What follows belongs to an exercise in optimizing a design on an open flow for small area, a short achievable clock period and few clock cycles; a production flow would make more cautious choices. Only simulation tests tie the RTL to the original design; equivalence was not proved. No activity file was given, so power comes from the tool's default toggle rates.

`flow/design.v`:
```
package row_accum_pkg;
    localparam int VAL_W      = 32;
    localparam int ROW_W      = 16;
    localparam int COL_W      = 5;
    localparam int NBANK      = 4;
    localparam int BANK_DEPTH = 8;
    localparam int BANK_W     = 2;
    localparam int SLOT_W     = 3;
    localparam int NCOL       = NBANK * BANK_DEPTH;
    typedef logic [VAL_W-1:0]  val_t;
    typedef logic [ROW_W-1:0]  row_t;
    typedef logic [COL_W-1:0]  col_t;
    typedef logic [BANK_W-1:0] bank_t;
    typedef logic [SLOT_W-1:0] slot_t;
    typedef logic [BANK_DEPTH-1:0] bitmap_t;
    typedef enum logic [1:0] {
        FILL  = 2'd0,
        START = 2'd1,
        MERGE = 2'd2
    } fill_state_t;
endpackage
module row_accum_top (
    input  logic                 clk,
    input  logic                 rst_n,
    input  logic                 in_valid,
    output logic                 in_ready,
    input  row_accum_pkg::val_t  in_val,
    input  row_accum_pkg::row_t  in_row,
    input  row_accum_pkg::col_t  in_col,
    input  logic                 in_last,
    output logic                 out_valid,
    input  logic                 out_ready,
    output row_accum_pkg::val_t  out_val,
    output row_accum_pkg::col_t  out_col,
    output logic                 out_last,
    output logic                 row_done
);
    localparam int NCOL = row_accum_pkg::NCOL;
    localparam int VW   = row_accum_pkg::VAL_W;
    localparam int NQ   = 3;    
    localparam int NSD  = 3;    
    typedef logic [NCOL-1:0]     bmap_t;
    typedef row_accum_pkg::col_t col_t;
    typedef row_accum_pkg::val_t val_t;
    val_t mem [NCOL];
    logic                first_q;
    row_accum_pkg::row_t cur_row_q;
    logic                rdy_q;
    logic                acc;
    logic                in_new;    
    logic                in_chg;    
    assign in_ready = rdy_q;
    assign acc      = in_valid && rdy_q;
    assign in_new   = first_q || (in_row != cur_row_q);
    assign in_chg   = !first_q && (in_row != cur_row_q);
    always_ff @(posedge clk or negedge rst_n) begin
        if (!rst_n) begin
            first_q   <= 1'b1;
            cur_row_q <= '0;
        end else if (acc) begin
            first_q   <= in_last;
            cur_row_q <= in_row;
        end
    end
    logic   a_v, a_last, a_new, a_chg;
    col_t   a_col;
    bmap_t  a_oh;                     
    val_t   a_val;
    logic   s_v, s_last, s_new, s_chg;
    col_t   s_col;
    val_t   s_val;
    logic   b_v, b_last;
    col_t   b_col;
    bmap_t  b_oh;                     
    val_t   b_val, b_op, sum;
    bmap_t  bm_open;                  
    bmap_t  q [NQ];                   
    logic [NQ-1:0] qv;                
    logic [NQ-1:0] sg;                
    logic   qsp1_q, qsp2_q;           
    bmap_t  ml;                       
    logic [NSD-1:0] sd_v;
    col_t   sd_col [NSD];
    val_t   sd_val [NSD];
    logic [1:0] ecnt;
    col_t   e0_col, e1_col;
    bmap_t  e0_oh;                    
    logic   e0_last, e1_last;
    logic   e_load;
    bmap_t  dec_a, dec_e;
    val_t   rd_a, rd_e;
    bmap_t  dec_in, dec_s, dec_e1;
    always_comb begin
        dec_in = '0;
        dec_s  = '0;
        dec_e1 = '0;
        dec_in[in_col] = 1'b1;
        dec_s[s_col]   = 1'b1;
        dec_e1[e1_col] = 1'b1;
    end
    assign dec_a = a_oh;
    assign dec_e = e0_oh;
    always_comb begin
        rd_a = '0;
        rd_e = '0;
        for (int i = 0; i < NCOL; i++) begin
            rd_a = rd_a | (mem[i] & {VW{dec_a[i]}});
            rd_e = rd_e | (mem[i] & {VW{dec_e[i]}});
        end
    end
    logic           sd_has_a, sd_any_free, lock_a, move_a;
    logic [NSD-1:0] sd_alloc;
    bmap_t          b_bit, push_bits;
    logic           b_hit, fwd_a, closing_a, push_now, stall_a, adv_a, a_free;
    always_comb begin
        sd_has_a    = 1'b0;
        sd_any_free = 1'b0;
        sd_alloc    = '0;
        for (int k = 0; k < NSD; k++) begin
            if (sd_v[k] && (sd_col[k] == a_col)) sd_has_a = 1'b1;
            if (!sd_v[k] && !sd_any_free) sd_alloc[k] = 1'b1;
            if (!sd_v[k]) sd_any_free = 1'b1;
        end
    end
    always_comb begin
        b_bit = b_v ? b_oh : '0;
    end
    assign push_bits = bm_open | b_bit;
    assign b_hit     = b_v && (b_col == a_col);
    assign fwd_a     = !a_new && b_hit;
    assign closing_a = a_v && a_chg && qsp1_q;
    assign push_now  = closing_a || (b_v && b_last);
    assign lock_a    = (|(ml & a_oh)) || (push_now && ((|(bm_open & a_oh)) || b_hit));
    assign stall_a   = (lock_a && !(sd_any_free && !sd_has_a)) ||
                       (a_chg && !qsp1_q) ||
                       (a_last && (push_now ? !qsp2_q : !qsp1_q));
    assign adv_a     = a_v && !stall_a;
    assign a_free    = !a_v || adv_a;
    assign move_a    = adv_a && lock_a;
    always_ff @(posedge clk or negedge rst_n) begin
        if (!rst_n) begin
            a_v   <= 1'b0;
            s_v   <= 1'b0;
            rdy_q <= 1'b1;
        end else begin
            if (a_free) begin
                a_v   <= s_v || acc;
                s_v   <= s_v && acc;
                rdy_q <= !(s_v && acc);
            end else begin
                s_v   <= s_v || acc;
                rdy_q <= !(s_v || acc);
            end
        end
    end
    always_ff @(posedge clk) begin
        if (a_free) begin
            if (s_v) begin
                a_col <= s_col; a_oh <= dec_s; a_val <= s_val; a_last <= s_last;
                a_new <= s_new; a_chg <= s_chg;
            end else begin
                a_col <= in_col; a_oh <= dec_in; a_val <= in_val; a_last <= in_last;
                a_new <= in_new; a_chg <= in_chg;
            end
        end else if (closing_a) begin
            a_chg <= 1'b0;
        end
        if (a_free ? s_v : !s_v) begin
            s_col <= in_col; s_val <= in_val; s_last <= in_last;
            s_new <= in_new; s_chg <= in_chg;
        end
    end
    always_ff @(posedge clk or negedge rst_n) begin
        if (!rst_n) begin
            b_v <= 1'b0;
        end else begin
            b_v <= adv_a;
        end
    end
    always_ff @(posedge clk) begin
        b_col  <= a_col;
        b_oh   <= a_oh;
        b_val  <= a_val;
        b_last <= a_last;
        if (fwd_a) begin
            b_op <= sum;
        end else if (!a_new && (|(bm_open & a_oh))) begin
            b_op <= rd_a;
        end else begin
            b_op <= '0;
        end
    end
    assign sum = b_op + b_val;
    always_ff @(posedge clk) begin
        for (int i = 0; i < NCOL; i++) begin
            if (b_bit[i]) mem[i] <= sum;
        end
    end
    always_ff @(posedge clk or negedge rst_n) begin
        if (!rst_n) begin
            bm_open <= '0;
        end else if (push_now) begin
            bm_open <= '0;
        end else begin
            bm_open <= push_bits;
        end
    end
    bmap_t  q0_low, q0_rest, q0_below;
    logic   pick, pop;
    col_t   q0_col;
    bmap_t  pf [6];
    always_comb begin
        pf[0] = q[0];
        for (int k = 1; k < 6; k++) begin
            for (int i = 0; i < NCOL; i++) begin
                pf[k][i] = pf[k-1][i] | ((i >= (1 << (k - 1))) ? pf[k-1][(i >= (1 << (k - 1))) ? i - (1 << (k - 1)) : 0] : 1'b0);
            end
        end
        q0_below = {pf[5][NCOL-2:0], 1'b0};
    end
    assign q0_low   = q[0] & ~q0_below;
    assign q0_rest  = q[0] & q0_below;
    logic [NCOL-1:0] c1 [6], c2 [6], c3 [6];
    logic            q0_two;
    always_comb begin
        c1[0] = q[0];
        c2[0] = '0;
        c3[0] = '0;
        for (int k = 1; k < 6; k++) begin
            c1[k] = '0;
            c2[k] = '0;
            c3[k] = '0;
            for (int i = 0; i < (NCOL >> k); i++) begin
                c1[k][i] = c1[k-1][2*i] | c1[k-1][2*i+1];
                c2[k][i] = c2[k-1][2*i] | c2[k-1][2*i+1] | (c1[k-1][2*i] & c1[k-1][2*i+1]);
                c3[k][i] = c3[k-1][2*i] | c3[k-1][2*i+1] |
                           (c2[k-1][2*i] & c1[k-1][2*i+1]) | (c1[k-1][2*i] & c2[k-1][2*i+1]);
            end
        end
        q0_two = c2[5][0] && !c3[5][0];
    end
    logic [NCOL-1:0] p1 [6], p2 [6];
    logic            pb_one;
    always_comb begin
        p1[0] = push_bits;
        p2[0] = '0;
        for (int k = 1; k < 6; k++) begin
            p1[k] = '0;
            p2[k] = '0;
            for (int i = 0; i < (NCOL >> k); i++) begin
                p1[k][i] = p1[k-1][2*i] | p1[k-1][2*i+1];
                p2[k][i] = p2[k-1][2*i] | p2[k-1][2*i+1] | (p1[k-1][2*i] & p1[k-1][2*i+1]);
            end
        end
        pb_one = p1[5][0] && !p2[5][0];
    end
    always_comb begin
        q0_col = '0;
        for (int i = 0; i < NCOL; i++) begin
            if (q0_low[i]) q0_col = q0_col | col_t'(i);
        end
    end
    assign pick = qv[0] && (ecnt != 2'd2);
    assign pop  = pick && sg[0];
    bmap_t         qs [NQ];
    logic [NQ-1:0] qvs, sgs;
    logic          pushed;
    always_comb begin
        for (int i = 0; i < NQ; i++) begin
            if (pop) begin
                qs[i]  = (i < NQ - 1) ? q[(i < NQ - 1) ? i + 1 : i] : '0;
                qvs[i] = (i < NQ - 1) ? qv[(i < NQ - 1) ? i + 1 : i] : 1'b0;
                sgs[i] = (i < NQ - 1) ? sg[(i < NQ - 1) ? i + 1 : i] : 1'b0;
            end else if (pick && i == 0) begin
                qs[i]  = q0_rest;
                qvs[i] = qv[i];
                sgs[i] = q0_two;
            end else begin
                qs[i]  = q[i];
                qvs[i] = qv[i];
                sgs[i] = sg[i];
            end
        end
        pushed = 1'b0;
        for (int i = 0; i < NQ; i++) begin
            if (push_now && !pushed && !qvs[i]) begin
                qs[i]  = push_bits;
                qvs[i] = 1'b1;
                sgs[i] = pb_one;
                pushed = 1'b1;
            end
        end
    end
    always_ff @(posedge clk or negedge rst_n) begin
        if (!rst_n) begin
            for (int i = 0; i < NQ; i++) q[i] <= '0;
            qv <= '0;
            sg <= '0;
        end else begin
            for (int i = 0; i < NQ; i++) q[i] <= qs[i];
            qv <= qvs;
            sg <= sgs;
        end
    end
    assign qsp1_q = !qv[NQ-1];
    assign qsp2_q = !qv[NQ-2];
    assign e_load = (ecnt != 2'd0) && (!out_valid || out_ready);
    always_ff @(posedge clk or negedge rst_n) begin
        if (!rst_n) begin
            ecnt <= '0;
        end else begin
            ecnt <= ecnt + 2'(pick) - 2'(e_load);
        end
    end
    always_ff @(posedge clk) begin
        if (e_load ? (ecnt == 2'd2) : (pick && ecnt == 2'd0)) begin
            e0_col  <= (ecnt == 2'd2) ? e1_col : q0_col;
            e0_oh   <= (ecnt == 2'd2) ? dec_e1 : q0_low;
            e0_last <= (ecnt == 2'd2) ? e1_last : pop;
        end else if (e_load && pick) begin
            e0_col  <= q0_col;
            e0_oh   <= q0_low;
            e0_last <= pop;
        end
        if (pick) begin
            e1_col  <= q0_col;
            e1_last <= pop;
        end
    end
    logic [NSD-1:0] sd_hit_e;
    logic           sd_any_hit_e;
    val_t           sd_val_e;
    always_comb begin
        sd_hit_e     = '0;
        sd_any_hit_e = 1'b0;
        sd_val_e     = '0;
        for (int k = 0; k < NSD; k++) begin
            if (sd_v[k] && (sd_col[k] == e0_col)) begin
                sd_hit_e[k]  = 1'b1;
                sd_any_hit_e = 1'b1;
                sd_val_e     = sd_val_e | sd_val[k];
            end
        end
    end
    always_ff @(posedge clk or negedge rst_n) begin
        if (!rst_n) begin
            out_valid <= 1'b0;
            row_done  <= 1'b0;
        end else begin
            if (e_load) out_valid <= 1'b1;
            else if (out_ready) out_valid <= 1'b0;
            row_done <= out_valid && out_ready && out_last;
        end
    end
    always_ff @(posedge clk) begin
        if (e_load) begin
            out_col  <= e0_col;
            out_val  <= sd_any_hit_e ? sd_val_e : rd_e;
            out_last <= e0_last;
        end
    end
    bmap_t ml_next;
    always_comb begin
        ml_next = ml;
        if (push_now) ml_next = ml_next | push_bits;
        if (e_load && !sd_any_hit_e) ml_next[e0_col] = 1'b0;
        if (move_a) ml_next[a_col] = 1'b0;
    end
    always_ff @(posedge clk or negedge rst_n) begin
        if (!rst_n) begin
            sd_v <= '0;
            ml   <= '0;
        end else begin
            for (int k = 0; k < NSD; k++) begin
                if (e_load && sd_hit_e[k]) sd_v[k] <= 1'b0;
                if (move_a && sd_alloc[k] && !(e_load && (e0_col == a_col)))
                    sd_v[k] <= 1'b1;
            end
            ml <= ml_next;
        end
    end
    always_ff @(posedge clk) begin
        for (int k = 0; k < NSD; k++) begin
            if (move_a && sd_alloc[k]) begin
                sd_col[k] <= a_col;
                sd_val[k] <= b_hit ? sum : rd_a;
            end
        end
    end
endmodule
```
`flow/flow/run.sh`:
```
#!/bin/bash
set -euo pipefail
bash standard.sh SETUP_SLACK_MARGIN=6.4 finish > make_finish.log 2>&1
```
`flow/standard.sh`:
```
#!/bin/bash
# synth_recipe.tcl (not shown) runs the flow's synth.tcl, then flattens the netlist and writes it again
# the make line also repeats each setting of config.mk as NAME=value (left out here)
make -C /OpenROAD-flow-scripts/flow DESIGN_CONFIG=/design/flow/config.mk WORK_HOME=/design/flow/orfs CLKGATE_MAP_FILE= SYNTH_SCRIPT=/design/flow/synth_recipe.tcl "${@:-finish}"
```
`flow/config.mk`:
```
export PLATFORM = sky130hd
export DESIGN_NAME = row_accum_top
export DESIGN_NICKNAME = row_accum_top
export VERILOG_FILES = /design/flow/design.v
export SDC_FILE = /design/flow/constraint.sdc
export NUM_CORES = 4
export LEC_CHECK = 0
export ABC_CLOCK_PERIOD_IN_PS = 3500
export CAP_MARGIN = 20
export CELL_PAD_IN_SITES_DETAIL_PLACEMENT = 1
export CELL_PAD_IN_SITES_GLOBAL_PLACEMENT = 2
export CORE_MARGIN = 2
export CORE_UTILIZATION = 45
export CTS_CLUSTER_DIAMETER = 80
export CTS_CLUSTER_SIZE = 22
export PLACE_DENSITY = 0.55
export SETUP_SLACK_MARGIN = 5
export SLEW_MARGIN = 20
```
`flow/constraint.sdc`:
```
create_clock -name core_clock -period 10.0 [get_ports {clk}]
set_input_delay 2.0000 -clock core_clock [delete_from_list [all_inputs] [get_ports {clk}]]
set_output_delay 2.0000 -clock core_clock [all_outputs]
set_load 0.01 [all_outputs]
```
==> results of run 1 <==
==> worst max path at each step <==
stage	startpoint	to	slack [ps]	cells after the start
final	e0_oh[23]	out_val[16]	6330	5
after global routing	b_op[0]	sd_val[0][12]	6320	11
after CTS	b_val[1]	mem[27][17]	6400	10
after detailed placement	out_ready	ml[25]	5180	8
after global placement	out_ready	ml[27]	5220	8
after floorplan	a_col[1]	sd_col[1][0]	6200	8
==> layer usage <==
metal | track usage (%) | vias up | wire length [µm]
met5 | 0 | - | 41
met4 | 25.6 | 6 | 26400
met3 | 9.92 | 1080 | 39100
met2 | 59.8 | 4098 | 137000
met1 | 52.8 | 27500 | 117000
li1 | - | 20600 | -
==> final cells by class <==
class                      count  area (µm²)
antenna                        3        7.51
clock buffer                 127        2650
clock inverter                53         707
fill                       14900       75200
inverter                      57         226
multi-input combinational   3011       21100
sequential                  1625       46800
tap                         2030        2540
timing repair buffer         332        2850
timing repair inverter         3        22.5
==> placed cells by master (no fill, tap or decap), types with 22 or more instances in the layout <==
master / Yosys / final
a211oi_1: 30 / 29
a21oi_1: 123 / 119
a221oi_1: 230 / 230
a222oi_1: 33 / 33
a22o_1: 214 / 213
a22oi_1: 682 / 681
and2_2: 0 / 30
buf_4: 2 / 216
clkbuf_1: 294 / 24
clkbuf_16: 0 / 102
clkdlybuf4s50_1: 0 / 56
dfrtp_1: 192 / 191
dfxtp_1: 102 / 102
dlygate4sd2_1: 0 / 40
edfxtp_1: 1329 / 1329
ha_1: 46 / 44
inv_1: 54 / 50
mux2_2: 64 / 64
mux2i_1: 43 / 43
nand2_1: 262 / 259
nand3_1: 141 / 139
nand4_1: 196 / 196
nor2_1: 296 / 289
nor3_1: 67 / 59
nor4_1: 23 / 22
o21ai_0: 123 / 123
o21ai_1: 24 / 22
or4_1: 37 / 36
xnor2_1: 70 / 49
xor2_1: 35 / 29
==> per-stage QoR <==
| step | instance area, µm² | utilization [%] | cells | total power [mW] | setup WS [ps] |
|---|---|---|---|---|---|
| 2_1_floorplan | 69000 | - | 5070 | 17.1 | 6200 |
| 3_3_place_gp | 73000 | 48.0 | 7028 | 23.2 | 5220 |
| 3_5_place_dp | 73000 | 48.0 | 7028 | 23.4 | 5180 |
| 4_1_cts | 76700 | 50.4 | 7232 | 28.1 | 6400 |
| 5_1_grt | 76900 | 50.6 | 7238 | 29.3 | 6320 |
| 6_report | 76900 | 50.6 | 7241 | 28.8 | 6330 |
==> state kept, by name, indices dropped and copies added, names as in the netlist, 5 cells and up <==
name       count
a_col          5
mem         1024
sd_col        15
sd_val        96
a_val         32
a_oh          32
s_val         32
e1_col         5
e0_col         5
cur_row_q     16
b_oh          32
q             96
b_val         32
ml            32
b_op          32
out_col        5
s_col          5
out_val       32
e0_oh         32
b_col          5
bm_open       32
==> logic make-up after synthesis <==
kind of cell | share of synthesized area [%]
adder cells (fa/ha/maj) | 0.980
flip-flops | 67.9
AO/OA/AOI/OAI | 17.5
multiplexers | 1.67
buffers and inverters | 2.47
AND/OR/NAND/NOR | 8.19
XOR/XNOR | 1.33
==> critical path: cells and delay by family (launching register included) <==
family                 cells  cell delay, ps
and+or+nand+nor            2            1110
AOI/OAI and AO/OA          1             410
muxes                      1             410
buffers and inverters      1             520
DFF                        1             820
==> timing repair <==
item / 4_1_cts / 5_1_grt
resized for setup: 74 / 23
endpoints found under the setup margin: 515 / 462
setup buffers: 20 / 3
pin swaps: 4 / 1
gates cloned: 4 / 2
==> cell usage after synthesis, types with 8 or more instances <==
| library cell | number | area [µm²] |
|---|---|---|
| a32o_1 | 17 | 170 |
| o31ai_1 | 8 | 60.1 |
| a221oi_1 | 230 | 2010 |
| o21a_1 | 10 | 75.1 |
| nand3_1 | 141 | 706 |
| inv_1 | 54 | 203 |
| and3_1 | 13 | 81.3 |
| a21o_1 | 14 | 105 |
| nor3_1 | 67 | 335 |
| o211ai_1 | 12 | 90.1 |
| ha_1 | 46 | 576 |
| a222oi_1 | 33 | 330 |
| buf_2 | 18 | 90.1 |
| o22ai_1 | 12 | 75.1 |
| maj3_1 | 8 | 80.1 |
| buf_1 | 59 | 221 |
| a22o_1 | 214 | 1870 |
| or4_1 | 37 | 278 |
| o21ai_0 | 123 | 616 |
| o21ai_1 | 24 | 120 |
| nand4_1 | 196 | 1230 |
| mux2i_1 | 43 | 430 |
| a31oi_1 | 12 | 75.1 |
| a21oi_1 | 123 | 616 |
| nor2_1 | 296 | 1110 |
| or3_1 | 11 | 68.8 |
| nor2b_1 | 16 | 100 |
| nand2b_1 | 16 | 100 |
| mux2_2 | 64 | 721 |
| clkbuf_1 | 294 | 1100 |
| a22oi_1 | 682 | 5120 |
| nand2_1 | 262 | 983 |
| and2_1 | 45 | 282 |
| dfxtp_1 | 102 | 2040 |
| edfxtp_1 | 1329 | 39900 |
| xnor2_1 | 70 | 613 |
| dfrtp_1 | 192 | 4800 |
| xor2_1 | 35 | 307 |
| a211oi_1 | 30 | 225 |
| nor4_1 | 23 | 144 |
==> power groups by stage <==
stage	clock network (mW)	logic [mW]	registers, mW
final	4.67	12.9	11.2
after global routing	4.90	13.0	11.3
after CTS	4.68	12.2	11.2
after detailed placement	0	12.0	11.4
after global placement	0	11.9	11.4
after floorplan	0	6.22	10.9
==> summary.txt, run 1 <==
Timing
  • Worst Tran Pin Value: roughly 1200 ps
  • Max Slew Vio Count: 0
  • Slew HR: between 10% and 20%
  • Final setup fails: 0
  • Tmin final: around 3700 ps
  • FMAX: about 270 MHz
  • Fin. Hold Viols: 0
  • Unrepaired setup endpoints after global routing: true
  • Final hold slack: ~340 ps
  • Clk_skew: ~59 ps
  • Setup_tns: 0 ps
  • Period utilisation layout: between 30 and 40%

Run status
  • Status: complete, no violations

Route
  • Via density: 7.36
  • Initial DRC Count: about 8600
  • Antenna viol nets, final: 0
  • DR DRC count: 0
  • Via Count: ~53000
  • Routed wire per std cell: between 40 and 50 µm
  • Drt pass-1 iters: 9
  • WL final: ~320000 µm

Layout
  • Share of post-route cells with drive strength above 1: between 10% and 20%
  • Area Growth Syn to Fin: 11.5%
  • Nets@finish: between 5000 and 6000

Die
  • Initial core utilization: 45.3%
  • Core area: roughly 150000 µm²
  • Number of core rows: between 100 and 150
  • Die H: about 400 µm
  • Ports: 99
  • DIE WIDTH: 395 µm
  • Die outline area: between 150000 and 200000 µm²

Yosys
  • Distinct cells, synth: between 80 and 90
  • Post-Syn Instances: approximately 5100
  • FFs w/ async S/R, synth: a little under an eighth
  • Synthesized area per cell: between 10 and 15 µm²
  • Synthesized cell area: about 69000 µm²
  • Net Count, Synth: 5175
  • Top_reg_cell synth: edfxtp_1
  • Ys Warns: 12
  • Sequential fraction of the synthesis area: around 68%
  • FF+latch count, synth: 1625
  • Post-synth EDFFs: around 1300

CTS
  • Clk slew on worst S/H paths: approximately 80 ps
  • Hold Buf Count CTS: 0
  • Root buf cell: clkbuf_16
  • CTS Buf Count: 101
  • Worst-case clock buffer depth: 3
  • Num Clock Sinks: between 1500 and 2000
  • Total number of H-tree levels: 3
  • Clk Latency, worst-skew pair: about 800 ps
  • TritonCTS clock tree: done

Run
  • Max cap viols: 0

Global route
  • Initial antenna violation count: 5
  • GRT Residual Overflow: 0
  • Largest net degree at the start of global routing: 68
  • All-layer global routing usage: 40.2%
  • Vias in the first global route: around 53000
  • First-pass GRT wire length: 437000 µm

Power
  • Seq pwr share: roughly 40%
  • Switching pwr: 13.3 mW
  • Leak pwr: ~26 nW
  • Clock Power Share: between 15 and 20%
  • Worst VDD drop: ~0.00024 V
  • Gate power share: between 40% and 50%
  • Switching power share of the total: 46.1%
  • Pwr dens: ~370 nW/µm²
  • Pint: around 15 mW

Min path
  • Worst min path class: reg2reg
  • Hold_sp: a_val[19]
  • Hold Path Sink: b_val[19]
  • Hold path cells: 0

Worst setup path
  • CP Class: reg2reg
  • Critical path endpoint category: flip-flop
  • Crit-path slowest cell: nor3_2
  • Req. time, crit path: between 10000 and 15000 ps
  • Reg2reg setup slack: approximately 6300 ps
  • Critical Path Source Type: flip-flop
  • Critical R2R Capture: out_val[16]
  • Critical path data arrival time: ~4000 ps
  • Worst Path Max Fanout: 22
  • Worst path max stage delay: about 960 ps
  • CP cell instances: buf_4 -> a221oi_1 -> nand4_1 -> nor3_2 -> mux2i_1
  • Crit Reg-Reg Startpoint: e0_oh[23]
  • Reg2Reg Depth: 5

Placement
  • Gpl congestion: 0.887
  • # port buffers: between 90 and 100
  • Estimated wirelength of the detail-placed design: 178000 µm
Testbench counts, summed over its fixed seeds: cycles 12,303.
==> run 2, diff against run 1 <==
--- a/flow/design.v
+++ b/flow/design.v
@@ -57,6 +57,9 @@
         if (!rst_n) begin
-            first_q   <= 1'b1;
-            cur_row_q <= '0;
+            first_q <= 1'b1;
         end else if (acc) begin
-            first_q   <= in_last;
+            first_q <= in_last;
+        end
+    end
+    always_ff @(posedge clk) begin
+        if (acc) begin
             cur_row_q <= in_row;
@@ -295,3 +298,2 @@
         if (!rst_n) begin
-            for (int i = 0; i < NQ; i++) q[i] <= '0;
             qv <= '0;
@@ -299,3 +301,2 @@
         end else begin
-            for (int i = 0; i < NQ; i++) q[i] <= qs[i];
             qv <= qvs;
@@ -304,2 +305,5 @@
     end
+    always_ff @(posedge clk) begin
+        for (int i = 0; i < NQ; i++) q[i] <= qs[i];
+    end
     assign qsp1_q = !qv[NQ-1];
--- a/flow/config.mk
+++ b/flow/config.mk
@@ -7,2 +7,3 @@
 export LEC_CHECK = 0
+export ABC_AREA = 1
 export ABC_CLOCK_PERIOD_IN_PS = 3500
==> run 2 against run 1 <==
  * Cell area up 4.4%
  * Sequential power about the same
  * Maximum frequency up 3.1%
  * Clock power up 9.0%
  * Register-to-register slack better by 110 ps
  * Largest cell class unchanged
  * Highest routed layer unchanged
==> summary.txt, run 2 <==
Worst setup path
  • Crit Reg-Reg Startpoint: e0_col[4]
  • Reg2reg setup slack: 6440 ps (+110 ps)
  • Worst Path Max Fanout: 28 (+27%)
  • Req. time, crit path: 10660 ps (+270 ps)
  • Number of buffers and inverters on the critical path: 2 (+1)
  • Worst path max stage delay: 860 ps (-100 ps)
  • Critical Path Source Type: flip-flop
  • Crit-path slowest cell: edfxtp_1
  • Critical R2R Capture: out_val[23]
  • Critical path endpoint category: flip-flop
  • Crit. Startpoint: e0_col[4]
  • Critical path data arrival time: 4220 ps (+160 ps)
  • Reg2Reg Depth: 8 (+3)
  • CP Class: reg2reg
  • Crit path top cell by count: nand3_1
  • CP cell instances: inv_1 -> o22ai_1 -> nor2_1 -> nand3_1 -> nand3_4 -> inv_4 -> o21ai_0 -> nand3_1
  • CP delay by family, top: simple AND/OR/NAND/NOR gates

Min path
  • Worst min path class: reg2reg
  • Hold_sp: a_val[0]
  • Hold path cells: 0 (unchanged)
  • Hold Path Sink: b_val[0]

Power
  • Switching pwr: 13.7 mW (+3.2%)
  • Total power: 28.6 mW (-0.60%)
  • Pint: 14.9 mW (-3.8%)
  • Gate power share: 43.8% (-1.0 points)
  • Switching power share of the total: 47.9% (+1.8 points)
  • Leak pwr: 30.0 nW (+16%)
  • Worst VDD drop: 0.000333 V (+38%)
  • Seq pwr share: 38.4% (-0.5 points)
  • Clock Power Share: 17.8% (+1.6 points)
  • Pwr dens: 356 nW/µm² (-4.8%)

Die
  • Core area: 159000 µm² (+4.5%)
  • Initial core utilization: 45.4% (+0.070 points)
  • Die outline area: 164000 µm² (+4.6%)
  • Ports: 99 (unchanged)
  • DIE WIDTH: 405 µm (+2.3%)
  • Number of core rows: 146 (+2.1%)
  • Die H: 405 µm (+2.3%)

Yosys
  • Post-Syn Instances: 6919 (+36%)
  • FFs w/ async S/R, synth: 5.05% (-6.9 points)
  • Synthesized cell area: 72200 µm² (+4.7%)
  • FF+latch count, synth: 1625 (unchanged)
  • Ys Warns: 12 (unchanged)
  • Post-synth top area share: 59.9% (+2.1 points)
  • Synth top area cells: edfxtp_1 60%, nand2_1 13%, dfxtp_1 2.8%
  • Distinct cells, synth: 67 (-20%)
  • Most common cell in the netlist: nand2_1
  • Net Count, Synth: 7023 (+36%)
  • Sequential fraction of the synthesis area: 65.6% (-2.2 points)
  • Synth area leader: edfxtp_1
  • Post-synth EDFFs: 1441 (+8.4%)
  • Top_reg_cell synth: edfxtp_1
  • Post-synth top cells: 2495 x nand2_1, 1441 x edfxtp_1, 473 x nor2_1
  • Synthesized area per cell: 10.4 µm² (-23%)

Run
  • Max cap viols: 0 (unchanged)

Route
  • Initial DRC Count: 9339 (+8.2%)
  • DR DRC count: 0 (unchanged)
  • Via Count: 59900 (+12%)
  • WL final: 349000 µm (+9.1%)
  • Drt pass-1 iters: 6 (-3)
  • Via density: 6.51 (-11%)
  • Routed wire per std cell: 37.9 µm (-14%)
  • Antenna viol nets, final: 0 (unchanged)

Timing
  • Slew HR: 17.0% (+0.29 points)
  • Tmin final: 3560 ps (-110 ps)
  • Setup_tns: 0 ps (unchanged)
  • Worst Tran Pin Value: 1250 ps (+5.17 ps)
  • Final setup fails: 0 (unchanged)
  • Slack of the critical path: 6440 ps (+110 ps)
  • Fin. Hold Viols: 0 (unchanged)
  • Final hold slack: 340 ps (-3.43 ps)
  • FMAX: 281 MHz (+3.1%)
  • Clk_skew: 49.7 ps (-8.98 ps)
  • Max Slew Vio Count: 0 (unchanged)
  • Period utilisation layout: 35.6% (-1.1 points)
  • Unrepaired setup endpoints after global routing: false

Placement
  • Estimated wirelength of the detail-placed design: 205000 µm (+15%)
  • # port buffers: 98 (unchanged)
  • Pre-CTS setup slack: 5300 ps (+123 ps)
  • Gpl congestion: 0.906 (+2.1%)

CTS
  • TritonCTS clock tree: done
  • Worst-case clock buffer depth: 3 (unchanged)
  • Clk Latency, worst-skew pair: 820 ps (+30 ps)
  • CTS Buf Count: 111 (+9.9%)
  • Hold Buf Count CTS: 0 (unchanged)
  • Root buf cell: clkbuf_16
  • Num Clock Sinks: 1625 (unchanged)
  • Total number of H-tree levels: 3 (unchanged)
  • Clk slew on worst S/H paths: 90 ps (about the same)

Global route
  • All-layer global routing usage: 41.9% (+1.7 points)
  • Vias in the first global route: 58400 (+11%)
  • First-pass GRT wire length: 471000 µm (+7.8%)
  • Initial antenna violation count: 14 (+9)
  • Largest net degree at the start of global routing: 71 (+4.4%)
  • GRT Residual Overflow: 0 (unchanged)

Layout
  • Share of post-route cells with drive strength above 1: 7.61% (-3.9 points)
  • Biggest registers after layout: mem x1024, q x96, sd_val x96
  • Area Growth Syn to Fin: 11.3%
  • Fillers: 17200 (+15%)
  • Commonest non-fill, non-tap cell in the layout: nand2_1
  • Flip-flop count of the largest register after layout: 1024 (unchanged)
  • Largest Register: mem
  • Most frequent cells in the layout: 2488 x nand2_1, 1441 x edfxtp_1, 464 x nor2_1
  • Nets@finish: 7133 (+36%)

Run status
  • Status: complete, no violations
-- run 2: cells by family (layout without fill, tap and decap cells) --
logic type / after synthesis / count (layout) / synth area share, %
flops: 1625 / 1625 / 65.6
other cells: 0 / 1 / 0
xor+xnor: 58 / 59 / 0.761
buf+inv: 715 / 908 / 3.93
compound gates: 761 / 762 / 7.36
simple gates: 3714 / 3720 / 21.5
fa+ha+maj: 46 / 46 / 0.808
-- run 2: cell type report --
class                           count  area (µm²)  share of cell area [%]
Antenna cell                        1        2.50                 0.00311
Clock buffer                      128        2870                    3.58
Clock inverter                     76         958                    1.19
Inverter                          404        1550                    1.92
Multi-Input combinational cell   4587       22500                    28.0
Sequential cell                  1625       47400                    59.0
Tap cell                         2072        2590                    3.23
Timing Repair Buffer              299        2510                    3.12
Timing Repair inverter              1        7.51                 0.00934
-- run 2: metrics by stage --
stage	std cells	util [%]	area, µm²
floorplan	6919	-	72200
global placement	8961	47.9	76100
detailed placement	8962	47.9	76100
CTS	9179	50.4	80100
global route	9193	50.6	80300
finish	9193	50.6	80300
-- run 2: worst max path at each step --
| stage | endpoint | slack [ps] | depth (start not counted) |
|---|---|---|---|
| floorplan | e0_col[0] | 6290 | 4 |
| global placement | e0_oh[0] | 5350 | 7 |
| detailed placement | e0_oh[12] | 5300 | 7 |
| CTS | out_val[7] | 6400 | 1 |
| global route | in_ready | 6400 | 1 |
| finish | out_val[23] | 6440 | 8 |
-- run 2: layer usage --
metal	wire, µm	vias up	track usage (%)
met5	77	-	0
met4	26100	12	24.5
met3	40300	1021	8.84
met2	151000	4062	63.4
met1	131000	30300	55.8
li1	-	24500	-
-- run 2: power by group through the flow --
stage | Clock, mW | Combinational [mW] | Sequential [mW]
after global routing | 5.31 | 12.7 | 11.1
after detailed placement | 0 | 11.6 | 11.1
final | 5.09 | 12.5 | 11.0
after global placement | 0 | 11.5 | 11.1
after CTS | 5.11 | 11.8 | 10.9
after floorplan | 0 | 5.81 | 10.7
-- run 2: worst register-to-register path, cell delays in order (launching register included) --
cell      delay (ps)
edfxtp_1         860
inv_1            330
o22ai_1          200
nor2_1            60
nand3_1          410
nand3_4          340
inv_4            530
o21ai_0          510
nand3_1          200
-- run 2: repair_timing --
action,in CTS,in global routing
gates resized for setup,82,24
pin swaps,3,5
gates cloned,6,4
endpoints found under the setup margin,471,418
setup buffers,7,9
Testbench counts of run 2, summed over its fixed seeds: cycles 12,303.
==> run 3, diff against run 2 <==
--- a/flow/config.mk
+++ b/flow/config.mk
@@ -7,3 +7,2 @@
 export LEC_CHECK = 0
-export ABC_AREA = 1
 export ABC_CLOCK_PERIOD_IN_PS = 3500
==> run 3 against run 2 <==
  * Synthesized cell count fell by 30%
  * Sequential cell count stayed put
  * Sequential power about the same
  * Utilization up 0.094 points
  * Synthesized area down 5.2%
  * Global-route usage decreased by 1.4 points
  * Cell area down 4.5%
  * Via count decreased by 12%
  * Setup slack got worse by 160 ps
  * Final cell count down 23%
  * Wire length fell by 7.5%
  * Largest power group unchanged
  * Highest routed layer unchanged
==> summary.txt, run 3 <==
Power
  • Switching power share of the total: 45.6% (-2.2 points)
  • Clock Power Share: 17.7% (about the same)
  • Switching pwr: 12.6 mW (-7.7%)
  • Pint: 15.0 mW (+0.96%)
  • Seq pwr share: 40.2% (+1.8 points)
  • Pwr dens: 360 nW/µm² (+1.3%)
  • Gate power share: 42.1% (-1.7 points)
  • Worst VDD drop: 0.000258 V (-23%)
  • Leak pwr: 25.1 nW (-16%)

Timing
  • Slew HR: 3.80% (-13 points)
  • Fin. Hold Viols: 0 (unchanged)
  • Setup_tns: 0 ps (unchanged)
  • Max Slew Vio Count: 0 (unchanged)
  • Period utilisation layout: 37.2% (+1.6 points)
  • FMAX: 269 MHz (-4.2%)
  • Unrepaired setup endpoints after global routing: false
  • Worst Tran Pin Value: 1440 ps (+193 ps)
  • Clk_skew: 46.1 ps (-3.65 ps)
  • Final setup fails: 0 (unchanged)
  • Tmin final: 3720 ps (+155 ps)

Placement
  • Estimated wirelength of the detail-placed design: 178000 µm (-13%)
  • # port buffers: 98 (unchanged)
  • Gpl congestion: 0.877 (-3.2%)

Worst setup path
  • Critical path data arrival time: 4190 ps (-30 ps)
  • Reg2reg setup slack: 6280 ps (-160 ps)
  • Req. time, crit path: 10470 ps (-190 ps)
  • CP Class: reg2reg
  • Worst Path Max Fanout: 21 (-25%)
  • Critical path endpoint category: flip-flop
  • Critical Path Source Type: flip-flop

Die
  • Ports: 99 (unchanged)
  • Initial core utilization: 45.2% (-0.26 points)
  • Die outline area: 155000 µm² (-5.1%)
  • Die H: 394 µm (-2.6%)
  • DIE WIDTH: 394 µm (-2.6%)
  • Number of core rows: 143 (-2.1%)
  • Core area: 152000 µm² (-4.6%)

Run status
  • Status: complete, no violations

Layout
  • Flip-flop count of the largest register after layout: 1024 (unchanged)
  • Fillers: 14700 (-14%)
  • Commonest non-fill, non-tap cell in the layout: edfxtp_1
  • Most frequent cells in the layout: 1441 x edfxtp_1, 675 x a22oi_1, 306 x nor2_1
  • Area Growth Syn to Fin: 12.2%
  • Biggest registers after layout: mem x1024, q x96, sd_val x96
  • Share of post-route cells with drive strength above 1: 11.7% (+4.1 points)
  • Nets@finish: 5062 (-29%)
  • Core Util, Final: 50.6% (+0.094 points)
  • Largest Register: mem

Run
  • Max cap viols: 0 (unchanged)

CTS
  • Total number of H-tree levels: 3 (unchanged)
  • Clk Latency, worst-skew pair: 810 ps (about the same)
  • Num Clock Sinks: 1625 (unchanged)
  • Worst-case clock buffer depth: 3 (unchanged)
  • Root buf cell: clkbuf_16
  • Clk slew on worst S/H paths: 90 ps (about the same)
  • TritonCTS clock tree: done
  • CTS Buf Count: 106 (-4.5%)

Global route
  • Vias in the first global route: 51400 (-12%)
  • All-layer global routing usage: 40.5% (-1.4 points)
  • First-pass GRT wire length: 434000 µm (-8.0%)
  • Largest net degree at the start of global routing: 68 (-4.2%)
  • Initial antenna violation count: 9 (-5)
  • GRT Residual Overflow: 0 (unchanged)

Yosys
  • Distinct cells, synth: 79 (+18%)
  • Top_reg_cell synth: edfxtp_1
  • Sequential fraction of the synthesis area: 69.2% (+3.6 points)
  • Net Count, Synth: 4978 (-29%)
  • FF+latch count, synth: 1625 (unchanged)
  • Synthesized area per cell: 14.0 µm² (+35%)
  • Post-synth top cells: 1441 x edfxtp_1, 678 x a22oi_1, 309 x nor2_1
  • Ys Warns: 12 (unchanged)
  • Synth top area cells: edfxtp_1 63%, a22oi_1 7.4%, dfxtp_1 3.0%
  • Post-synth top area share: 63.2% (+3.3 points)
  • Synth area leader: edfxtp_1
  • Post-synth EDFFs: 1441 (unchanged)
  • Synthesized cell area: 68400 µm² (-5.2%)
  • Post-Syn Instances: 4874 (-30%)
  • FFs w/ async S/R, synth: 5.05% (unchanged)
  • Most common cell in the netlist: edfxtp_1

Route
  • Initial DRC Count: 8694 (-6.9%)
  • Drt pass-1 iters: 8 (+2)
  • DR DRC count: 0 (unchanged)
  • WL final: 322000 µm (-7.5%)
  • Routed wire per std cell: 45.5 µm (+20%)
  • Via density: 7.43 (+14%)
  • Via Count: 52600 (-12%)
  • Antenna viol nets, final: 0 (unchanged)

Min path
  • Worst min path class: reg2reg
[run 3: routing by layer]
| layer | share of wire, % | track usage (%) | vias up |
|---|---|---|---|
| met5 | 0.0040 | 0 | - |
| met4 | 8.2 | 24.8 | 2 |
| met3 | 13 | 9.85 | 1123 |
| met2 | 42 | 59.7 | 4216 |
| met1 | 37 | 54.2 | 27100 |
| li1 | - | - | 20100 |
[run 3: final timing paths]
check	from	endpoint	cells past startpoint
min	a_val[9]	b_val[9]	0
min reg2reg	a_val[9]	b_val[9]	0
min in group asynchronous	rst_n	b_v	1
max	e0_oh[21]	out_val[30]	6
max reg2reg	e0_oh[21]	out_val[30]	6
max in group asynchronous	rst_n	sg[0]	2
[run 3: power by group through the flow]
stage | logic (mW) | registers, mW | clock network [mW]
final | 11.6 | 11.1 | 4.90
after floorplan | 5.42 | 10.6 | 0
after detailed placement | 10.7 | 11.3 | 0
after global placement | 10.6 | 11.2 | 0
after global routing | 11.6 | 11.2 | 5.14
after CTS | 10.9 | 11.1 | 4.92
[run 3: layout make-up]
cell class | count | area [µm²] | share of cell area [%]
Multi-Input combinational cell | 2855 | 20200 | 26.4
Inverter | 48 | 190 | 0.248
Tap cell | 2030 | 2540 | 3.31
Antenna cell | 2 | 5.00 | 0.00652
Sequential cell | 1625 | 47400 | 61.7
Clock inverter | 64 | 781 | 1.02
Timing Repair Buffer | 318 | 2720 | 3.55
Timing Repair inverter | 4 | 30.0 | 0.0391
Clock buffer | 131 | 2870 | 3.74
[run 3: cells by family after synthesis]
| family | after synthesis | synth area share, % |
|---|---|---|
| buffers and inverters | 397 | 2.24 |
| flip-flops | 1625 | 69.2 |
| XOR/XNOR | 104 | 1.33 |
| AND/OR/NAND/NOR | 1060 | 7.82 |
| multiplexers | 90 | 1.42 |
| AO/OA/AOI/OAI | 1542 | 17.0 |
| adder cells (fa/ha/maj) | 56 | 0.998 |
[run 3: critical path: stages (launching register included)]
cell      delay (ps)
edfxtp_1         890
buf_4            590
a22o_1           320
a221oi_1         290
nand4_1          170
nor3_2           810
mux2i_1          290
[run 3: repair_timing]
item | CTS | global route
gates resized for setup | 76 | 33
pin swaps | 6 | 5
hold buffers | 0 | 0
buffers inserted | 10 | 9
setup endpoints to repair | 562 | 312
cloned | 4 | 4
hold endpoints to repair | 0 | 0
[run 3: through the flow]
| step | worst slack (ps) | cells | area [µm²] | total power, mW | hold slack (ps) |
|---|---|---|---|---|---|
| 2_1_floorplan | 6330 | 4874 | 68500 | 16.0 | 323 |
| 3_3_place_gp | 5330 | 6853 | 72600 | 21.9 | 326 |
| 6_report | 6280 | 7077 | 76800 | 27.7 | 325 |
| 3_5_place_dp | 5240 | 6853 | 72600 | 22.0 | 329 |
| 5_1_grt | 6370 | 7075 | 76800 | 28.0 | 326 |
| 4_1_cts | 6400 | 7062 | 76500 | 26.9 | 326 |
==> run 4, diff against run 3 <==
--- a/flow/config.mk
+++ b/flow/config.mk
@@ -12,6 +12,6 @@
 export CORE_MARGIN = 2
-export CORE_UTILIZATION = 45
+export CORE_UTILIZATION = 55
 export CTS_CLUSTER_DIAMETER = 80
 export CTS_CLUSTER_SIZE = 22
-export PLACE_DENSITY = 0.55
+export PLACE_DENSITY = 0.65
 export SETUP_SLACK_MARGIN = 5
==> run 4 against run 3 <==
  * Still clean on timing, DRC and antenna
  * Via count up 1.5%
  * Synthesized area stayed put
  * Sequential power is essentially flat
  * Synthesized cell count stayed put
  * Count of clock-buffer cells in the layout fell by 12
  * Utilization up 10 points
  * Cell area decreased by 1.9%
  * Hold slack better by 16 ps
  * Clock power is 17% lower
  * First-iteration DRC count increased by 23%
  * Global-route usage is 6.7 points higher
  * Largest cell class unchanged
  * Largest power group unchanged
  * Highest routed layer unchanged
==> summary.txt, run 4 <==
Run
  • Max cap viols: 0 (unchanged)

Layout
  • Nets@finish: 5055 (-0.14%)
  • Area Growth Syn to Fin: 10.1%
  • Final Non-Filler Cells: 6644 (-6.1%)
  • Commonest non-fill, non-tap cell in the layout: edfxtp_1
  • Most frequent cells in the layout: 1441 x edfxtp_1, 675 x a22oi_1, 306 x nor2_1
  • Biggest registers after layout: mem x1024, q x96, sd_val x96
  • Fin area: 75300 µm² (-1.9%)
  • Largest Register: mem
  • Core Util, Final: 60.9% (+10 points)
  • Share of post-route cells with drive strength above 1: 10.8% (-0.94 points)
  • Flip-flop count of the largest register after layout: 1024 (unchanged)

Route
  • Via density: 8.04 (+8.1%)
  • Drt pass-1 iters: 9 (+1)
  • Initial DRC Count: 10700 (+23%)
  • Via Count: 53400 (+1.5%)
  • Antenna viol nets, final: 0 (unchanged)
  • DR DRC count: 0 (unchanged)
  • Routed wire per std cell: 45.9 µm (+0.68%)
  • WL final: 305000 µm (-5.5%)

Yosys
  • Sequential fraction of the synthesis area: 69.2% (unchanged)
  • Synth top area cells: edfxtp_1 63%, a22oi_1 7.4%, dfxtp_1 3.0%
  • Top_reg_cell synth: edfxtp_1
  • Synthesized area per cell: 14.0 µm² (unchanged)
  • Ys Warns: 12 (unchanged)
  • Synth area leader: edfxtp_1
  • Synthesized cell area: 68400 µm² (unchanged)
  • FF+latch count, synth: 1625 (unchanged)
  • Distinct cells, synth: 79 (unchanged)
  • Post-synth top area share: 63.2% (unchanged)
  • FFs w/ async S/R, synth: 5.05% (unchanged)
  • Post-Syn Instances: 4874 (unchanged)
  • Post-synth top cells: 1441 x edfxtp_1, 678 x a22oi_1, 309 x nor2_1
  • Net Count, Synth: 4978 (unchanged)
  • Most common cell in the netlist: edfxtp_1
  • Post-synth EDFFs: 1441 (unchanged)

Worst setup path
  • Reg2reg setup slack: 6220 ps (-70 ps)
  • Req. time, crit path: 10460 ps (about the same)
  • CP Class: reg2reg
  • Crit Reg-Reg Startpoint: e0_oh[17]
  • Reg2Reg Depth: 6 (unchanged)
  • Critical path endpoint category: flip-flop
  • Worst Path Max Fanout: 25 (+19%)
  • Critical path data arrival time: 4240 ps (+50 ps)
  • Critical Path Source Type: flip-flop
  • Critical R2R Capture: out_val[19]

Power
  • Pwr dens: 356 nW/µm² (-1.3%)
  • Leak pwr: 24.7 nW (-1.7%)
  • Worst VDD drop: 0.000219 V (-15%)

Timing
  • FMAX: 265 MHz (-1.7%)
  • Period utilisation layout: 37.8% (+0.65 points)
  • Slew HR: 20.3% (+16 points)
  • Tmin final: 3780 ps (+65.2 ps)
  • Final setup fails: 0 (unchanged)
  • Setup_tns: 0 ps (unchanged)
  • Max Slew Vio Count: 0 (unchanged)
  • Unrepaired setup endpoints after global routing: true
  • Fin. Hold Viols: 0 (unchanged)
  • Worst Tran Pin Value: 1190 ps (-252 ps)
  • Clk_skew: 34.1 ps (-11.9 ps)

Placement
  • Gpl congestion: 0.926 (+5.7%)
  • Number of instances in the placed design: 6464 (-5.7%)
  • # port buffers: 98 (unchanged)
  • Estimated wirelength of the detail-placed design: 166000 µm (-6.6%)
  • Placed Area: 72100 µm² (-0.76%)

CTS
  • Hold Buf Count CTS: 0 (unchanged)
  • TritonCTS clock tree: done
  • Worst-case clock buffer depth: 3 (unchanged)
  • Clk Latency, worst-skew pair: 780 ps (-30 ps)
  • Num Clock Sinks: 1625 (unchanged)
  • CTS Buf Count: 88 (-17%)
  • Root buf cell: clkbuf_16
  • Clk slew on worst S/H paths: 90 ps (about the same)
  • Total number of H-tree levels: 3 (unchanged)

Die
  • Die H: 357 µm (-9.4%)
  • Die outline area: 127000 µm² (-18%)
  • Initial core utilization: 55.4% (+10 points)
  • Number of core rows: 129 (-9.8%)
  • Ports: 99 (unchanged)
  • DIE WIDTH: 357 µm (-9.4%)
  • Core area: 124000 µm² (-18%)

Global route
  • Largest net degree at the start of global routing: 74 (+8.8%)
  • All-layer global routing usage: 47.2% (+6.7 points)
  • Initial antenna violation count: 11 (+2)
  • First-pass GRT wire length: 414000 µm (-4.4%)
  • Vias in the first global route: 52700 (+2.6%)
  • GRT Residual Overflow: 0 (unchanged)

Min path
  • Worst min path class: reg2reg
  • Hold_sp: a_val[27]
  • Hold Path Sink: b_val[27]
  • Hold path cells: 0 (unchanged)

Run status
  • Status: complete, no violations
==> run 4: cell counts after synthesis <==
Identical to the previous run, type by type.
==> run 4: repair_timing <==
action	in CTS	in global routing
setup endpoints to repair	417	447
resized for setup	65	34
pin swaps	3	4
cloned	4	5
buffers inserted	14	10
==> run 4: where the power goes <==
group	internal (mW)	total, mW	switching (mW)
registers	9.93	11.0	1.05
clock network	1.80	4.09	2.29
logic	2.92	11.7	8.81
==> run 4: how the worst max path moves through the flow <==
stage | end | start | slack [ps]
detailed placement | sd_val[2][26] | a_col[3] | 5210
finish | out_val[19] | e0_oh[17] | 6220
CTS | sd_val[1][20] | b_op[0] | 6380
global placement | sd_val[2][13] | a_col[3] | 5340
global route | sd_val[0][23] | b_val[18] | 6360
floorplan | s_chg | a_oh[3] | 6330
==> run 4: layer usage <==
metal  vias to the layer above  share of wire, %  wire [µm]  global-route usage [%]
met4                        12               9.5      29100                    34.6
li1                      20000                 -          -                       -
met3                      1497                16      48900                    16.8
met1                     26600                33     101000                    60.5
met5                         -             0.028         86                       0
met2                      5246                41     125000                    66.4
==> run 4: critical path, cell delays in order, from the launching register on <==
cell and delay, ps:
edfxtp_1 890, buf_4 580, a22o_1 320, a221oi_1 260, nand4_1 170, nor3_1 970, mux2i_1 210
==> run 4: logic make-up (layout without fill, tap and decap cells) <==
logic type	after synthesis	in the layout	synth area share [%]
other	0	6	0
buffers and inverters	397	521	2.24
AOI/OAI and AO/OA	1542	1542	17.0
and+or+nand+nor	1060	1062	7.82
adders and majority gates	56	56	0.998
muxes	90	90	1.42
xor gates and xnor gates	104	105	1.33
DFF	1625	1625	69.2
==> run 4: layout make-up <==
type | instances | area (µm²)
Timing Repair Buffer | 330 | 2840
Tap cell | 1637 | 2050
Timing Repair inverter | 3 | 22.5
Multi-Input combinational cell | 2855 | 20200
Sequential cell | 1625 | 47400
Clock buffer | 119 | 2380
Fill cell | 11600 | 48300
Antenna cell | 6 | 15.0
Clock inverter | 21 | 274
Inverter | 48 | 190
==> run 4: metrics by stage <==
step           setup WS (ps)  hold slack (ps)  power [mW]
2_1_floorplan           6330              323        16.0
5_1_grt                 6360              351        26.9
3_5_place_dp            5210              329        21.5
6_report                6220              340        26.8
3_3_place_gp            5340              325        21.3
4_1_cts                 6380              345        25.6
==> run 5, diff against run 4 <==
==> flow/flow/run.sh (replaced) <==
#!/bin/bash
set -euo pipefail
bash standard.sh SETUP_SLACK_MARGIN=6.5 finish > make_finish.log 2>&1
--- a/flow/config.mk
+++ b/flow/config.mk
@@ -12,6 +12,6 @@
 export CORE_MARGIN = 2
-export CORE_UTILIZATION = 55
+export CORE_UTILIZATION = 45
 export CTS_CLUSTER_DIAMETER = 80
 export CTS_CLUSTER_SIZE = 22
-export PLACE_DENSITY = 0.65
+export PLACE_DENSITY = 0.55
 export SETUP_SLACK_MARGIN = 5
==> run 5 against run 4 <==
  * Still clean
  * Combinational power increased by 3%
  * First-iteration DRC count decreased by 13%
  * Final cell count increased by 6.9%
  * Power increased by 3.2%
  * Non-clock buffer count increased by 14
  * Critical path depth decreased by 5
  * Synthesized area unchanged
  * Die area increased by 22%
  * Critical path type is now reg2out
  * Highest routed layer unchanged
==> summary.txt, run 5 <==
Power
  • Pint: 15.0 mW (+2.2%)
  • Switching power share of the total: 45.9% (+0.55 points)
  • Pwr dens: 360 nW/µm² (+1.2%)
  • Switching pwr: 12.7 mW (+4.5%)
  • Leak pwr: 25.2 nW (+1.9%)
  • Worst VDD drop: 0.000287 V (+31%)
  • Gate power share: 43.6% (-0.2 points)
  • Seq pwr share: 39.7% (-1.3 points)
  • Clock Power Share: 16.7% (+1.4 points)

CTS
  • Total number of H-tree levels: 3 (unchanged)
  • Clk Latency, worst-skew pair: 790 ps (about the same)
  • Worst-case clock buffer depth: 3 (unchanged)
  • CTS Buf Count: 101 (+15%)
  • TritonCTS clock tree: done
  • Num Clock Sinks: 1625 (unchanged)
  • Clk slew on worst S/H paths: 90 ps (about the same)
  • Root buf cell: clkbuf_16
  • Hold Buf Count CTS: 0 (unchanged)

Die
  • Die outline area: 155000 µm² (+22%)
  • Die H: 394 µm (+10%)
  • DIE WIDTH: 394 µm (+10%)
  • Number of core rows: 143 (+11%)
  • Initial core utilization: 45.2% (-10 points)
  • Core area: 152000 µm² (+23%)
  • Ports: 99 (unchanged)

Timing
  • Period utilisation layout: 35.1% (-2.7 points)
  • Worst Tran Pin Value: 1260 ps (+69.6 ps)
  • Max Slew Vio Count: 0 (unchanged)
  • Final setup fails: 0 (unchanged)
  • Slew HR: 16.3% (-4.0 points)
  • Fin. Hold Viols: 0 (unchanged)
  • Tmin final: 3510 ps (-274 ps)
  • FMAX: 285 MHz (+7.8%)
  • Clk_skew: 32.2 ps (-1.94 ps)
  • Setup_tns: 0 ps (unchanged)
  • Unrepaired setup endpoints after global routing: true
  • Final hold slack: 345 ps (+5.11 ps)

Layout
  • Area Growth Syn to Fin: 12.3%
  • Most frequent cells in the layout: 1441 x edfxtp_1, 676 x a22oi_1, 302 x nor2_1
  • Largest Register: mem
  • Fillers: 14800 (+27%)
  • Biggest registers after layout: mem x1024, q x96, sd_val x96
  • Nets@finish: 5087 (+0.63%)
  • Register Area: 47400 µm² (about the same)
  • Multi-input gate area: 20400 µm² (+1.2%)
  • Share of post-route cells with drive strength above 1: 12.6% (+1.9 points)
  • Flip-flop count of the largest register after layout: 1024 (unchanged)
  • Commonest non-fill, non-tap cell in the layout: edfxtp_1
  • Fin area: 76900 µm² (+2.0%)

Yosys
  • Distinct cells, synth: 79 (unchanged)
  • Post-synth top cells: 1441 x edfxtp_1, 678 x a22oi_1, 309 x nor2_1
  • Synthesized area per cell: 14.0 µm² (unchanged)
  • Top_reg_cell synth: edfxtp_1
  • Post-Syn Instances: 4874 (unchanged)
  • Synth top area cells: edfxtp_1 63%, a22oi_1 7.4%, dfxtp_1 3.0%
  • Most common cell in the netlist: edfxtp_1
  • Post-synth EDFFs: 1441 (unchanged)
  • FFs w/ async S/R, synth: 5.05% (unchanged)
  • Synthesized cell area: 68400 µm² (unchanged)
  • Sequential fraction of the synthesis area: 69.2% (unchanged)
  • Net Count, Synth: 4978 (unchanged)
  • Post-synth top area share: 63.2% (unchanged)
  • FF+latch count, synth: 1625 (unchanged)
  • Ys Warns: 12 (unchanged)
  • Synth area leader: edfxtp_1

Placement
  • Placed Area: 72700 µm² (+0.85%)
  • Gpl congestion: 0.879 (-5.1%)
  • Estimated wirelength of the detail-placed design: 178000 µm (+6.9%)
  • # port buffers: 98 (unchanged)

Route
  • Antenna viol nets, final: 0 (unchanged)
  • DR DRC count: 0 (unchanged)
  • Via Count: 52900 (-1.0%)
  • Via density: 7.45 (-7.4%)
  • Drt pass-1 iters: 9 (unchanged)
  • WL final: 326000 µm (+7.1%)
  • Routed wire per std cell: 45.9 µm (+0.17%)
  • Initial DRC Count: 9301 (-13%)

Worst setup path
  • CP Class: reg2out
  • Worst path max stage delay: 530 ps (-440 ps)
  • Critical path data arrival time: 1510 ps (-2730 ps)
  • Number of buffers and inverters on the critical path: 1 (unchanged)
  • Worst Path Max Fanout: 3 (-88%)
  • Critical Path Source Type: flip-flop
  • Crit-path slowest cell: edfxtp_1
  • CP cell instances: buf_2
  • Req. time, crit path: 8000 ps (-2460 ps)
  • CP delay by family, top: flip-flops
  • Reg2reg setup slack: 6510 ps (+290 ps)
  • Critical path endpoint category: output port

Run status
  • Status: complete, no violations

Run
  • Max cap viols: 0 (unchanged)

Global route
  • Vias in the first global route: 51500 (-2.3%)
  • All-layer global routing usage: 40.9% (-6.3 points)
  • First-pass GRT wire length: 438000 µm (+5.6%)
  • GRT Residual Overflow: 0 (unchanged)
  • Largest net degree at the start of global routing: 75 (+1.4%)
  • Initial antenna violation count: 13 (+2)

Min path
  • Worst min path class: reg2reg
-- run 5: kinds of logic (layout without fill, tap and decap cells) --
logic type               after synthesis  in the layout  share of synthesized area, %
flip-flops                          1625           1625                          69.2
buffers and inverters                397            577                          2.24
AO/OA/AOI/OAI                       1542           1542                          17.0
AND/OR/NAND/NOR                     1060           1066                          7.82
adder cells (fa/ha/maj)               56             56                         0.998
multiplexers                          90             90                          1.42
XOR/XNOR                             104            107                          1.33
other                                  0              8                             0
-- run 5: per-layer routing --
metal / GRT usage (%) / vias up / part of all wire (%)
met4: 26.6 / 14 / 8.6
met1: 54.3 / 27000 / 36
met5: 0 / - / 0.035
met3: 10.2 / 1225 / 13
met2: 59.9 / 4441 / 42
li1: - / 20200 / -
-- run 5: repair_timing --
item,CTS,global route
gates resized for setup,106,49
setup endpoints to repair,645,444
pin swaps,7,12
cloned,7,7
endpoints found under the hold margin,0,0
buffers inserted,28,11
-- run 5: area by class of cell --
type / count / area share (%)
Antenna cell: 8 / 0.0260
Clock buffer: 121 / 3.46
Clock inverter: 62 / 0.825
Inverter: 48 / 0.247
Multi-Input combinational cell: 2861 / 26.6
Sequential cell: 1625 / 61.6
Tap cell: 2030 / 3.30
Timing Repair Buffer: 344 / 3.92
Timing Repair inverter: 2 / 0.0195
-- run 5: power groups by stage --
stage	Combinational (mW)	Sequential, mW	Clock [mW]
after floorplan	5.44	10.6	0
after global placement	10.7	11.1	0
after detailed placement	10.8	11.2	0
after CTS	11.2	10.9	4.62
after global routing	12.0	11.1	4.83
final	12.1	11.0	4.61
-- run 5: path summary, 6_finish.rpt --
check,cells past startpoint,startpoint,endpoint
worst max-delay path,1,out_last,out_last
worst min-delay path,0,a_val[7],b_val[7]
worst max register to register,7,b_op[12],mem[25][19]
worst min register to register,0,a_val[7],b_val[7]
max in group asynchronous,2,rst_n,row_done
min in group asynchronous,1,rst_n,a_v
-- run 5: metrics by stage --
step                power [mW]  cells  setup slack [ps]  utilization, %
finish                    27.7   7101              6490            50.7
global route              27.9   7093              6460            50.7
CTS                       26.8   7073              6430            50.4
detailed placement        22.0   6855              5180            48.0
global placement          21.9   6853              5200            47.9
floorplan                 16.1   4874              6340               -
==> run 6, diff against run 5 <==
==> flow/flow/run.sh (replaced) <==
#!/bin/bash
set -euo pipefail
bash standard.sh SETUP_SLACK_MARGIN=6.6 finish > make_finish.log 2>&1
==> run 6 against run 5 <==
  * Still clean
  * Utilization grew 0.20 points
  * Count of clock-buffer cells in the layout is 3 higher
  * Clock skew increased by 3.9 ps
  * Final cell count up 0.11%
  * Die area did not move
==> summary.txt, run 6 <==
Run status
  • Status: complete, no violations

Route
  • WL final: 324000 µm (-0.59%)
  • Drt pass-1 iters: 7 (-2)
  • DR DRC count: 0 (unchanged)
  • Initial DRC Count: 8627 (-7.2%)
  • Via density: 7.45 (about the same)
  • Via Count: 53000 (+0.17%)
  • Antenna viol nets, final: 0 (unchanged)
  • Routed wire per std cell: 45.6 µm (-0.70%)

Worst setup path
  • Critical Path Source Type: flip-flop
  • Critical path data arrival time: 1500 ps (about the same)
  • Reg2reg setup slack: 6500 ps (about the same)
  • Crit Reg-Reg Startpoint: e0_oh[26]
  • Crit-path slowest cell: edfxtp_1
  • CP cell instances: buf_2
  • Critical Path Stages: 1 (unchanged)
  • Critical path endpoint category: output port
  • CP Class: reg2out
  • Reg2Reg Depth: 6 (-1)
  • Req. time, crit path: 8000 ps (about the same)
  • Number of buffers and inverters on the critical path: 1 (unchanged)
  • Worst Path Max Fanout: 2 (-1)
  • CP delay by family, top: flip-flops
  • Worst path max stage delay: 540 ps (about the same)
  • Critical R2R Capture: out_val[24]

Layout
  • Flip-flop count of the largest register after layout: 1024 (unchanged)
  • Register Area: 47400 µm² (unchanged)
  • Largest Register: mem
  • Multi-input gate area: 20300 µm² (-0.61%)
  • Biggest registers after layout: mem x1024, q x96, sd_val x96
  • Fillers: 14700 (-0.88%)
  • Share of post-route cells with drive strength above 1: 13.5% (+0.87 points)
  • Core Util, Final: 50.9% (+0.20 points)
  • Commonest non-fill, non-tap cell in the layout: edfxtp_1
  • Nets@finish: 5090 (+0.059%)
  • Most frequent cells in the layout: 1441 x edfxtp_1, 674 x a22oi_1, 304 x nor2_1
  • Area Growth Syn to Fin: 12.7%

Placement
  • Gpl congestion: 0.898 (+2.1%)
  • Estimated wirelength of the detail-placed design: 177000 µm (-0.59%)
  • # port buffers: 98 (unchanged)

Yosys
  • Synthesized cell area: 68400 µm² (unchanged)
  • Distinct cells, synth: 79 (unchanged)
  • Top_reg_cell synth: edfxtp_1
  • Sequential fraction of the synthesis area: 69.2% (unchanged)
  • FF+latch count, synth: 1625 (unchanged)
  • Post-synth top cells: 1441 x edfxtp_1, 678 x a22oi_1, 309 x nor2_1
  • Synthesized area per cell: 14.0 µm² (unchanged)
  • FFs w/ async S/R, synth: 5.05% (unchanged)
  • Net Count, Synth: 4978 (unchanged)
  • Synth top area cells: edfxtp_1 63%, a22oi_1 7.4%, dfxtp_1 3.0%
  • Synth area leader: edfxtp_1
  • Post-Syn Instances: 4874 (unchanged)
  • Post-synth top area share: 63.2% (unchanged)
  • Ys Warns: 12 (unchanged)
  • Post-synth EDFFs: 1441 (unchanged)
  • Most common cell in the netlist: edfxtp_1

Die
  • DIE WIDTH: 394 µm (unchanged)
  • Number of core rows: 143 (unchanged)
  • Core area: 152000 µm² (unchanged)
  • Die outline area: 155000 µm² (unchanged)
  • Ports: 99 (unchanged)
  • Die H: 394 µm (unchanged)
  • Initial core utilization: 45.2% (unchanged)

CTS
  • Total number of H-tree levels: 3 (unchanged)
  • Root buf cell: clkbuf_16
  • Clk Latency, worst-skew pair: 780 ps (about the same)
  • CTS Buf Count: 104 (+3.0%)
  • Clk slew on worst S/H paths: 90 ps (about the same)
  • Num Clock Sinks: 1625 (unchanged)
  • TritonCTS clock tree: done
  • Worst-case clock buffer depth: 3 (unchanged)

Global route
  • First-pass GRT wire length: 435000 µm (-0.71%)
  • All-layer global routing usage: 40.5% (-0.38 points)
  • Initial antenna violation count: 6 (-7)
  • Vias in the first global route: 51400 (-0.36%)
  • Largest net degree at the start of global routing: 73 (-2.7%)
  • GRT Residual Overflow: 0 (unchanged)

Timing
  • Fin. Hold Viols: 0 (unchanged)
  • Worst Tran Pin Value: 1290 ps (+30.1 ps)
  • Tmin final: 3500 ps (-2.29 ps)
  • FMAX: 285 MHz (about the same)
  • Final setup fails: 0 (unchanged)
  • Max Slew Vio Count: 0 (unchanged)
  • Clk_skew: 36.1 ps (+3.91 ps)
  • Slew HR: 13.8% (-2.5 points)
  • Setup_tns: 0 ps (unchanged)
  • Period utilisation layout: 35.0% (about the same)
  • Unrepaired setup endpoints after global routing: true

Run
  • Max cap viols: 0 (unchanged)

Min path
  • Worst min path class: reg2reg
  • Hold path cells: 0 (unchanged)
  • Hold_sp: a_val[6]
  • Hold Path Sink: b_val[6]

Power
  • Leak pwr: 25.4 nW (+0.69%)
  • Pwr dens: 364 nW/µm² (+1.2%)
  • Worst VDD drop: 0.000222 V (-23%)
==> run 6: cell counts after synthesis <==
Identical to the previous run, type by type.
==> run 6: layout make-up <==
type                    count  area share, %
diodes                      8         0.0259
clock buffers             124           3.58
clock inverters            67           1.12
inverters                  48          0.255
multi-input cells        2855           26.3
flip-flops and latches   1625           61.4
well taps                2030           3.29
repair buffers            350           4.01
repair inverters            2         0.0195
==> run 6: stage by stage <==
step                      cells  area (µm²)  worst slack [ps]  hold slack [ps]  power [mW]
after floorplan            4874       68600              6370              323        16.1
final                      7109       77200              6500              347        28.1
after CTS                  7081       76700              6440              350        27.0
after global routing       7101       77100              6460              354        28.4
after global placement     6857       72600              5430              327        21.8
after detailed placement   6857       72600              5400              329        22.0
==> run 6: per-layer routing <==
layer	vias to the layer above	GRT usage, %	wire, µm
met5	-	0	41
met4	4	25.3	25700
met3	1080	9.65	40400
met2	4393	60.2	139000
met1	27300	53.7	119000
li1	20200	-	-
==> run 6: worst max-delay path by stage <==
stage	end	from	slack (ps)
finish	out_last	out_last	6500
detailed placement	sd_val[2][18]	a_col[3]	5400
global placement	sd_val[2][17]	a_col[3]	5430
global route	out_last	out_last	6460
floorplan	e0_col[0]	out_ready	6370
CTS	out_last	out_last	6440
==> run 6: report_power, final <==
| group | switching [mW] | internal, mW |
|---|---|---|
| Combinational | 9.11 | 3.13 |
| Clock | 2.61 | 2.28 |
| Sequential | 1.05 | 9.93 |
| Total | 12.8 | 15.3 |
==> run 6: cells by family after synthesis <==
group	after synthesis	share of synthesized area, %
XOR/XNOR	104	1.33
multiplexers	90	1.42
buffers and inverters	397	2.24
AO/OA/AOI/OAI	1542	17.0
flip-flops	1625	69.2
AND/OR/NAND/NOR	1060	7.82
adder cells (fa/ha/maj)	56	0.998
==> run 6: repair_timing <==
| action | CTS | global route |
|---|---|---|
| hold buffers | 0 | 0 |
| setup buffers | 26 | 13 |
| hold endpoints to repair | 0 | 0 |
| pin swaps | 7 | 4 |
| gates cloned | 7 | 7 |
| resized for setup | 218 | 59 |
| endpoints found under the setup margin | 788 | 348 |

## afterwards: timing with drivers on the ports
In the flow no input, the clock included, has a driving cell. The finished layouts below were timed again as built, in two steps. Step 1 (the two cells are an assumption about what drives the block):
set clk [get_ports {clk}]
set_driving_cell -lib_cell sky130_fd_sc_hd__clkbuf_16 $clk
set_driving_cell -lib_cell sky130_fd_sc_hd__buf_2 [delete_from_list [all_inputs] $clk]
Step 2 moves the port delays by t, midway between the first and last clock arrival at a register: inputs arrive t later, outputs are due t later. That takes back most of the time a late clock gives input paths. Three values: ideal ports, drivers, drivers and shift; two values: the first two.
run | t, ns | setup slack, ns | clock arrival spread, ns | worst data-port slew with drivers (ns) | pins driven straight from the clock port
run 1 | 0.849 | 6.330 / 6.330 / 5.712 | 0.060 / 0.059 | 0.05 | 1
run 2 | 0.887 | 6.440 / 6.366 / 5.703 | 0.062 / 0.062 | 0.07 | 1
run 3 | 0.871 | 6.285 / 6.285 / 5.715 | 0.051 / 0.051 | 0.06 | 1
run 4 | 0.841 | 6.220 / 6.220 / 5.743 | 0.040 / 0.041 | 0.06 | 1
run 5 | 0.855 | 6.493 / 6.411 / 5.817 | 0.040 / 0.041 | 0.06 | 1
run 6 | 0.855 | 6.496 / 6.404 / 5.881 | 0.042 / 0.041 | 0.06 | 1
After both steps setup and hold are still met in every run listed. The setup slack of run 2, which loses most, moves by -0.074 ns with the drivers and by -0.737 ns with both steps.
